Context: an optimization exercise on an open-source flow, tuned for small area, a short achievable clock period and few clock cycles per item. The choices shown serve that exercise and are no tape-out recipe. The RTL was checked by simulation tests, not by an equivalence proof against the original design. Power is estimated from default activity; no workload was simulated.

==> flow/design.v <==
`timescale 1ns/1ps
module kmeans_top #(
    parameter int num_pixels = 100,
    parameter int iterations = 3
) (
    input  logic                clk,
    input  logic                reset,
    input  logic                start,
    output logic [16-1:0]   pixel_addr,
    input  logic signed [16-1:0] a_data,
    input  logic                cluster_id_rdata,
    input  logic                rgb_dark,
    output logic                cluster_id_we,
    output logic                cluster_id_wdata,
    output logic                lab_clear,
    output logic                done_kmeans,
    output logic                done_cluster
);
    localparam int SW = 16;    
    localparam int AW = 7;               
    localparam int QW = 16;              
    localparam int RW = 7;               
    localparam int TW = RW + QW;         
    localparam logic [1:0] M_IDLE = 2'd0;
    localparam logic [1:0] M_RD   = 2'd1;    
    localparam logic [1:0] M_DV   = 2'd2;    
    localparam logic [1:0] M_IL   = 2'd3;    
    localparam logic [AW-1:0] LAST   = AW'(num_pixels - 1);
    localparam logic [AW-1:0] DV_JMP = AW'(128 - QW - 3);
    localparam logic [QW-1:0] C0U = QW'(0 + 32768);
    localparam logic [QW-1:0] C1U = QW'(5 + 32768);
    logic [1:0]    mode;
    logic          pass2;
    logic [AW-1:0] addr;
    logic          ph;       
    logic          ilf;      
    logic          dv, dvf;  
    logic          lv, lvf;  
    logic [SW-1:0] u_q;
    logic          lab_q, labn_q, sn_q, id_q, dark_q;
    logic [TW-1:0] acc0, acc1;
    logic [AW-1:0] n0, n1;
    logic [QW+1:0] v;
    logic          fin1_q;   
    logic          fin_q;    
    logic          divstep;  
    logic          we_q, wd_q, lc_q, dk_q, dc_q;
    assign pixel_addr       = {{(16-AW){1'b0}}, addr};
    assign cluster_id_we    = we_q;
    assign cluster_id_wdata = wd_q;
    assign lab_clear        = lc_q;
    assign done_kmeans      = dk_q;
    assign done_cluster     = dc_q;
    logic [SW-1:0] u_in;
    logic          sel;
    assign u_in = {~a_data[SW-1], a_data[SW-2:0]};
    assign sel  = (n1 > n0);
    logic idle, vclr;
    assign idle    = (mode == M_IDLE);
    assign vclr    = divstep && (&addr[3:0]);
    function automatic logic [TW-1:0] dstep(
        input logic [TW-1:0] s,
        input logic [AW-1:0] den
    );
        logic [RW:0]   r2;
        logic [RW+1:0] t;
        r2 = s[TW-1:QW-1];
        t  = {1'b0, r2} - {2'b00, den};
        if (!t[RW+1])
            dstep = {t[RW-1:0], s[QW-2:0], 1'b1};
        else
            dstep = {r2[RW-1:0], s[QW-2:0], 1'b0};
    endfunction
    logic [TW-1:0] ds0, ds1;
    assign ds0 = dstep(acc0, n0);
    assign ds1 = dstep(acc1, n1);
    function automatic logic [QW-1:0] due_bits(input logic [QW-1:0] c);
        for (int i = 0; i < QW; i++)
            due_bits[i] = c[(QW + 14 - i) % QW];
    endfunction
    localparam logic [QW-1:0] C0D = due_bits(C0U);
    localparam logic [QW-1:0] C1D = due_bits(C1U);
    logic       b0, b1, bq0, bq1;
    assign b0 = (n0 == '0) ? C0D[addr[3:0]] : ds0[0];
    assign b1 = (n1 == '0) ? C1D[addr[3:0]] : ds1[0];
    logic kq0, kq1;
    logic x0, x1, x2;
    assign x0 = !fin_q & (bq0 ^ bq1);
    assign x1 = fin_q ? (kq0 ^ kq1) : (bq0 & bq1);
    assign x2 = fin_q & kq0 & kq1;
    logic [QW:0] vt, vinc, vpre;
    logic        vc1;
    assign vt = v[QW:0];
    assign vc1 = (vt[0] & x1) | x2;
    assign vpre[0] = 1'b0;
    assign vpre[1] = vc1;
    for (genvar i = 2; i <= QW; i++)
    begin : g_vpre
        assign vpre[i] = vc1 & (&vt[i-1:1]);
    end
    assign vinc = {vt[QW:1] ^ vpre[QW:1], vt[0] ^ x1};
    logic [TW-1:0] acc_sum0, acc_sum1;
    assign acc_sum0 = acc0 + TW'(u_q);
    assign acc_sum1 = acc1 + TW'(u_q);
    always_ff @(posedge clk)
    begin
        u_q    <= u_in;
        lab_q  <= (u_in > v[QW+1:2]);
        labn_q <= !(u_in > v[QW+1:2]);
        sn_q   <= (a_data < (-10));
        id_q   <= cluster_id_rdata;
        dark_q <= rgb_dark;
    end
    always_ff @(posedge clk)
    begin
        if (idle || fin_q)
        begin
            acc0 <= '0;
            acc1 <= '0;
            n0   <= '0;
            n1   <= '0;
        end
        else if (divstep)
        begin
            acc0 <= ds0;
            acc1 <= ds1;
        end
        else if (lv && !lvf)
        begin
            if (lab_q)
                acc1 <= acc_sum1;
            else
                acc0 <= acc_sum0;
            if (mode != M_IL || sn_q)
            begin
                if (labn_q)
                    n0 <= n0 + 1'b1;
                else
                    n1 <= n1 + 1'b1;
            end
        end
        if (divstep)
        begin
            bq0 <= b0;
            bq1 <= b1;
        end
        if (fin1_q)
        begin
            kq0 <= (n0 != '0) && !acc0[QW-1] && (|acc0[TW-1:QW]);
            kq1 <= (n1 != '0) && !acc1[QW-1] && (|acc1[TW-1:QW]);
        end
        if (idle)
            v <= {({1'b0, C0U} + {1'b0, C1U}), 1'b0};
        else if (vclr)
            v <= '0;
        else if (divstep || fin1_q || fin_q)
            v <= {vinc, x0};
    end
    always_ff @(posedge clk)
    begin
        if (reset)
        begin
            mode  <= M_IDLE;
            pass2 <= 1'b0;
            addr  <= '0;
            ph    <= 1'b0;
            ilf   <= 1'b0;
            dv    <= 1'b0;
            dvf   <= 1'b0;
            lv    <= 1'b0;
            lvf   <= 1'b0;
            fin1_q <= 1'b0;
            fin_q <= 1'b0;
            divstep <= 1'b0;
            we_q  <= 1'b0;
            wd_q  <= 1'b0;
            lc_q  <= 1'b0;
            dk_q  <= 1'b0;
            dc_q  <= 1'b0;
        end
        else
        begin
            lv    <= dv;
            lvf   <= dvf;
            dv    <= 1'b0;
            dvf   <= 1'b0;
            fin1_q <= 1'b0;
            fin_q <= fin1_q;
            divstep <= 1'b0;
            we_q  <= 1'b0;
            lc_q  <= 1'b0;
            case (mode)
                M_IDLE:
                    if (start)
                    begin
                        dv    <= 1'b1;
                        addr  <= addr + 1'b1;
                        mode  <= M_RD;
                        pass2 <= 1'b0;
                        dk_q  <= 1'b0;
                        dc_q  <= 1'b0;
                    end
                M_RD:
                begin
                    dv <= 1'b1;
                    if (addr == LAST)
                    begin
                        addr <= DV_JMP;
                        mode <= M_DV;
                    end
                    else
                        addr <= addr + 1'b1;
                end
                M_DV:
                begin
                    addr    <= addr + 1'b1;
                    divstep <= (addr >= DV_JMP + 1'b1) && (addr <= 7'd125);
                    fin1_q  <= (addr == 7'd126);
                    if (&addr)
                    begin
                        pass2 <= 1'b1;
                        ph    <= 1'b0;
                        ilf   <= 1'b0;
                        mode  <= pass2 ? M_IL : M_RD;
                    end
                end
                default:  
                begin
                    ph <= ~ph;
                    if (!ph)
                    begin
                        dv   <= (addr <= LAST);
                        dvf  <= ilf;
                        addr <= (addr == '0) ? LAST : addr - 1'b1;
                        if (lv)
                        begin
                            we_q <= 1'b1;
                            if (lvf)
                            begin
                                wd_q <= ~(id_q ^ sel);
                                lc_q <= (id_q ^ sel) | dark_q;
                                dk_q <= 1'b1;
                            end
                            else
                                wd_q <= !labn_q;
                        end
                    end
                    else
                    begin
                        if (addr == LAST)
                        begin
                            if (dk_q)
                            begin
                                addr <= '0;
                                dc_q <= 1'b1;
                                mode <= M_IDLE;
                            end
                            else
                                addr <= AW'(1);
                        end
                        else if (!ilf && addr == LAST - 1'b1)
                        begin
                            addr <= '0;
                            ilf  <= 1'b1;
                        end
                        else
                            addr <= addr + 2'd2;
                    end
                end
            endcase
        end
    end
endmodule
Settings: LEC_CHECK=0, ABC_AREA=1, CAP_MARGIN=20, CORE_MARGIN=2, CORE_UTILIZATION=40, SETUP_SLACK_MARGIN=3.4, SLEW_MARGIN=20; clock period 5.5 ns.
standard.sh (not shown) runs the stock make flow with config.mk's settings and CLKGATE_MAP_FILE= SYNTH_SCRIPT=/design/flow/synth_recipe.tcl, a recipe that flattens the netlist after the stock synthesis.
==> flow/flow/run.sh <==
#!/bin/bash
set -euo pipefail
bash standard.sh finish "BUFFER_PORTS_ARGS=-buffer_cell sky130_fd_sc_hd__buf_4" \
    > standard_flow.log 2>&1
Testbench counts at the start, summed over its fixed seeds: cycles 30,728, jobs 48.
==> next run, changes <==
--- a/flow/design.v
+++ b/flow/design.v
@@ -23,25 +23,30 @@
     localparam int TW = RW + QW;         
     localparam logic [1:0] M_IDLE = 2'd0;
     localparam logic [1:0] M_RD   = 2'd1;    
     localparam logic [1:0] M_DV   = 2'd2;    
     localparam logic [1:0] M_IL   = 2'd3;    
     localparam logic [AW-1:0] LAST   = AW'(num_pixels - 1);
-    localparam logic [AW-1:0] DV_JMP = AW'(128 - QW - 3);
+    localparam logic [AW-1:0] DV_JMP = AW'(128 - QW - 4);
     localparam logic [QW-1:0] C0U = QW'(0 + 32768);
     localparam logic [QW-1:0] C1U = QW'(5 + 32768);
     logic [1:0]    mode;
     logic          pass2;
     logic [AW-1:0] addr;
     logic          ph;       
     logic          ilf;      
     logic          dv, dvf;  
     logic          lv, lvf;  
     logic [SW-1:0] u_q;
     logic          lab_q, labn_q, sn_q, id_q, dark_q;
+    logic [QW-1:0] lo0, lo1;
+    logic [RW-1:0] hi0, hi1;
+    logic          c0, c1;
     logic [TW-1:0] acc0, acc1;
+    assign acc0 = {hi0 + RW'(c0), lo0};
+    assign acc1 = {hi1 + RW'(c1), lo1};
     logic [AW-1:0] n0, n1;
     logic [QW+1:0] v;
     logic          fin1_q;   
     logic          fin_q;    
     logic          divstep;  
     logic          we_q, wd_q, lc_q, dk_q, dc_q;
@@ -69,14 +74,14 @@
         if (!t[RW+1])
             dstep = {t[RW-1:0], s[QW-2:0], 1'b1};
         else
             dstep = {r2[RW-1:0], s[QW-2:0], 1'b0};
     endfunction
     logic [TW-1:0] ds0, ds1;
-    assign ds0 = dstep(acc0, n0);
-    assign ds1 = dstep(acc1, n1);
+    assign ds0 = dstep({hi0, lo0}, n0);
+    assign ds1 = dstep({hi1, lo1}, n1);
     function automatic logic [QW-1:0] due_bits(input logic [QW-1:0] c);
         for (int i = 0; i < QW; i++)
             due_bits[i] = c[(QW + 14 - i) % QW];
     endfunction
     localparam logic [QW-1:0] C0D = due_bits(C0U);
     localparam logic [QW-1:0] C1D = due_bits(C1U);
@@ -96,15 +101,15 @@
     assign vpre[1] = vc1;
     for (genvar i = 2; i <= QW; i++)
     begin : g_vpre
         assign vpre[i] = vc1 & (&vt[i-1:1]);
     end
     assign vinc = {vt[QW:1] ^ vpre[QW:1], vt[0] ^ x1};
-    logic [TW-1:0] acc_sum0, acc_sum1;
-    assign acc_sum0 = acc0 + TW'(u_q);
-    assign acc_sum1 = acc1 + TW'(u_q);
+    logic [QW:0] acc_sum0, acc_sum1;
+    assign acc_sum0 = {1'b0, lo0} + {1'b0, u_q};
+    assign acc_sum1 = {1'b0, lo1} + {1'b0, u_q};
     always_ff @(posedge clk)
     begin
         u_q    <= u_in;
         lab_q  <= (u_in > v[QW+1:2]);
         labn_q <= !(u_in > v[QW+1:2]);
         sn_q   <= (a_data < (-10));
@@ -112,28 +117,37 @@
         dark_q <= rgb_dark;
     end
     always_ff @(posedge clk)
     begin
         if (idle || fin_q)
         begin
-            acc0 <= '0;
-            acc1 <= '0;
+            {hi0, c0, lo0} <= '0;
+            {hi1, c1, lo1} <= '0;
             n0   <= '0;
             n1   <= '0;
         end
         else if (divstep)
         begin
-            acc0 <= ds0;
-            acc1 <= ds1;
-        end
-        else if (lv && !lvf)
+            {hi0, lo0} <= ds0;
+            {hi1, lo1} <= ds1;
+            c0 <= 1'b0;
+            c1 <= 1'b0;
+        end
+        else
+        begin
+            hi0 <= acc0[TW-1:QW];
+            hi1 <= acc1[TW-1:QW];
+            c0  <= 1'b0;
+            c1  <= 1'b0;
+        end
+        if (lv && !lvf)
         begin
             if (lab_q)
-                acc1 <= acc_sum1;
+                {c1, lo1} <= acc_sum1;
             else
-                acc0 <= acc_sum0;
+                {c0, lo0} <= acc_sum0;
             if (mode != M_IL || sn_q)
             begin
                 if (labn_q)
                     n0 <= n0 + 1'b1;
                 else
                     n1 <= n1 + 1'b1;
@@ -143,14 +157,14 @@
         begin
             bq0 <= b0;
             bq1 <= b1;
         end
         if (fin1_q)
         begin
-            kq0 <= (n0 != '0) && !acc0[QW-1] && (|acc0[TW-1:QW]);
-            kq1 <= (n1 != '0) && !acc1[QW-1] && (|acc1[TW-1:QW]);
+            kq0 <= (n0 != '0) && !lo0[QW-1] && (|hi0);
+            kq1 <= (n1 != '0) && !lo1[QW-1] && (|hi1);
         end
         if (idle)
             v <= {({1'b0, C0U} + {1'b0, C1U}), 1'b0};
         else if (vclr)
             v <= '0;
         else if (divstep || fin1_q || fin_q)
@@ -211,13 +225,13 @@
                     else
                         addr <= addr + 1'b1;
                 end
                 M_DV:
                 begin
                     addr    <= addr + 1'b1;
-                    divstep <= (addr >= DV_JMP + 1'b1) && (addr <= 7'd125);
+                    divstep <= (addr >= DV_JMP + 2'd2) && (addr <= 7'd125);
                     fin1_q  <= (addr == 7'd126);
                     if (&addr)
                     begin
                         pass2 <= 1'b1;
                         ph    <= 1'b0;
                         ilf   <= 1'b0;
What happened: The new run completed with no timing, DRC or antenna violations. Via count goes down by 11%. Cell area goes down by 7.3%. Final cell count goes down by about 11%. Global-route usage goes down by 0.84 points. Setup slack improves by 6.5 ps. Routed wire length goes down by 11%. Critical path depth is unchanged. Synthesized cell count goes down by 12%. Maximum frequency goes up by about 0.3%. First-iteration DRC count goes up by 23%. Sequential share of layout area goes up by 2.2 points. Power goes up by about 3%. Area after synthesis goes down by 7.8%. Count of clock-buffer cells in the layout goes down by 4.
Testbench counts after the change, summed over its fixed seeds: cycles 30,824, jobs 48.

what the ideal ports hide:
How much do the figures lean on ideal ports? The routed layouts below were timed once more, with nothing changed but the port constraints.
Step 1 assumes that a clkbuf_16 drives the clock port and a buf_2 every other input.
Step 2 moves the port delays by t, midway between the first and last clock arrival at a register: inputs arrive t later, outputs are due t later. That takes back most of the time a late clock gives input paths.
Slacks: ideal ports / drivers / drivers and shift; pairs: ideal ports / drivers.
run | shift t [ns] | slack for setup (ns) | clock arrival spread, ns | pins driven straight from the clock port
the first run | 0.462 | 3.437 / 3.388 / 3.174 | 0.013 / 0.013 | 1
the second run | 0.459 | 3.444 / 3.400 / 3.147 | 0.011 / 0.011 | 1
After both steps setup and hold are still met in every run listed. For the second run, which loses most, drivers alone change the setup slack by -0.044 ns; drivers and shift together by -0.297 ns.
